Source: an optimization exercise on an open RTL-to-GDS flow (aim: small area, a short achievable clock period and few clock cycles per item). Production flows keep margins and buffers that such runs may drop.
The RTL was checked by simulation tests, not by an equivalence proof against the original design.

## julia_render
module julia_render #(
    parameter int H_PIXELS = 64,
    parameter int V_PIXELS = 48,
    parameter int MAX_ITER = 255,
    parameter int FRAC     = 14
) (
    input  logic               clock,
    input  logic               reset,
    input  logic               valid,
    input  logic signed [17:0] c_real,
    input  logic signed [17:0] c_comp,
    input  logic signed [17:0] x,
    input  logic signed [17:0] y,
    input  logic signed [17:0] scale,
    output logic [18:0]        wr_addr,
    output logic [7:0]         wr_data,
    output logic               wr_en,
    input  logic               wr_ready,
    output logic               busy,
    output logic               done
);
Size in the first run: roughly 3200 cells after synthesis, ~120 I/O pins.
Settings: LEC_CHECK=0, CAP_MARGIN=20, CORE_MARGIN=2, CORE_UTILIZATION=60, CTS_BUF_LIST=sky130_fd_sc_hd__clkbuf_4 sky130_fd_sc_hd__clkbuf_8, SLEW_MARGIN=20; clock period 12.0 ns.
standard.sh (not shown) runs the stock make flow with config.mk's settings and CLKGATE_MAP_FILE= SYNTH_SCRIPT=/design/flow/synth_recipe.tcl, a recipe that flattens the netlist after the stock synthesis.
==> flow/flow/run.sh <==
#!/bin/bash
set -euo pipefail
bash standard.sh SETUP_SLACK_MARGIN=8 "BUFFER_PORTS_ARGS=-buffer_cell sky130_fd_sc_hd__buf_1" finish > standard_make.log 2>&1
Testbench counts at the start, summed over its fixed seeds: cycles 1,323,491, pixels 98,304.
Next try:
==> flow/flow/run.sh (replaced) <==
#!/bin/bash
set -euo pipefail
bash standard.sh SETUP_SLACK_MARGIN=8 finish > standard_make.log 2>&1
Settings changed: CTS_BUF_LIST sky130_fd_sc_hd__clkbuf_4 sky130_fd_sc_hd__clkbuf_8 to unset.
Outcome: Via count drops slightly; final area climbs by a few percent; clock skew drops by 0.020 ns; worst setup slack is about the same; synthesized cell count is unchanged.

* * *

Setup of run 1:
Starting RTL as in the previous note.
export LEC_CHECK = 0
export CAP_MARGIN = 20
export CORE_MARGIN = 2
export CORE_UTILIZATION = 60
export SLEW_MARGIN = 20
create_clock -name core_clock -period 12.0 [get_ports {clock}]
==> flow/flow/run.sh <==
#!/bin/bash
set -euo pipefail
bash standard.sh SETUP_SLACK_MARGIN=8 "BUFFER_PORTS_ARGS=-buffer_cell sky130_fd_sc_hd__buf_1" finish > standard_make.log 2>&1
Run 1: PASS, flow complete, no timing, DRC or antenna violations
Testbench counts of run 1, summed over its fixed seeds: cycles 1,323,491, pixels 98,304.
What run 2 does differently from run 1 at the input level:
# run 1
export LEC_CHECK = 0
export CAP_MARGIN = 20
export CORE_MARGIN = 2
export CORE_UTILIZATION = 60
export SLEW_MARGIN = 20
create_clock -name core_clock -period 12.0 [get_ports {clock}]
# run 2
export LEC_CHECK = 0
export CAP_MARGIN = 20
export CORE_MARGIN = 2
export CORE_UTILIZATION = 60
export CTS_BUF_LIST = sky130_fd_sc_hd__clkbuf_4 sky130_fd_sc_hd__clkbuf_8
export CTS_CLUSTER_SIZE = 30
export SLEW_MARGIN = 20
create_clock -name core_clock -period 12.0 [get_ports {clock}]
Findings:
Relative to run 1, share of post-route cells with drive strength above 1 has increased by 1.3 points in run 2.
Delta (run 2 minus run 1): count of antenna diodes in the layout up 1, first-pass iteration count of the detailed router down 2, layout buffer count excluding clock buffers down about 1.8%.
A endpoint of the worst setup timing path of eb_q[9] is what run 2 shows, while gi_q[10] belongs to run 1.
Run 2 vs run 1, final critical-path required period went up by 0.033 ns.
Changes in run 3 relative to run 2:
# run 2
export LEC_CHECK = 0
export CAP_MARGIN = 20
export CORE_MARGIN = 2
export CORE_UTILIZATION = 60
export CTS_BUF_LIST = sky130_fd_sc_hd__clkbuf_4 sky130_fd_sc_hd__clkbuf_8
export CTS_CLUSTER_SIZE = 30
export SLEW_MARGIN = 20
create_clock -name core_clock -period 12.0 [get_ports {clock}]
# run 3
export LEC_CHECK = 0
export CAP_MARGIN = 20
export CORE_MARGIN = 2
export CORE_UTILIZATION = 60
export SLEW_MARGIN = 20
create_clock -name core_clock -period 12.0 [get_ports {clock}]
==> flow/flow/run.sh <==
#!/bin/bash
set -euo pipefail
bash standard.sh SETUP_SLACK_MARGIN=8.15 "BUFFER_PORTS_ARGS=-buffer_cell sky130_fd_sc_hd__buf_1" finish > standard_make.log 2>&1
--- outcome ---
Per the comparison of run 3 with run 2, count of sequential standard cells held; mean number of vias per cell went up about 1.7%; global-route track usage on met2 went up 2.3 points.
Taking run 2 over run 3, the non-clock buffer count ratio works out to 0.807.
Of run 2 and run 3, run 3 shows the lower proportion of cell area occupied by registers, with run 2 above it.

==> separate check: timing with driven ports <==
The flow's constraints put no driver on any port. The routed layouts listed below were extracted and timed again, unchanged, in two steps. Step 1, drivers: a clkbuf_16 drives clock and a buf_2 each remaining input, both assumed. Step 2 moves the port delays by t, midway between the first and last clock arrival at a register: inputs arrive t later, outputs are due t later. That takes back most of the time a late clock gives input paths. a / b / c = no drivers / after step 1 / after step 2; a / b = the first two.
| run | t, ns | slack for setup (ns) | hold WS [ns] | worst slew at a driven data input, ns |
|---|---|---|---|---|
| the first run of note 1 | 0.713 | 8.036 / 8.036 / 7.421 | 0.320 / 0.320 / 0.320 | 0.07 |
| the second run of note 1 | 0.673 | 8.039 / 8.006 / 7.406 | 0.325 / 0.325 / 0.325 | 0.06 |
| run 1 | 0.671 | 8.069 / 8.077 / 7.438 | 0.313 / 0.313 / 0.313 | 0.07 |
| run 2 | 0.713 | 8.036 / 8.036 / 7.421 | 0.320 / 0.320 / 0.320 | 0.07 |
| run 3 | 0.668 | 8.110 / 8.110 / 7.542 | 0.303 / 0.303 / 0.303 | 0.08 |
After both steps every run listed still meets setup and hold. The setup slack of the second run of note 1, which loses most, moves by -0.033 ns with the drivers and by -0.633 ns with both steps.
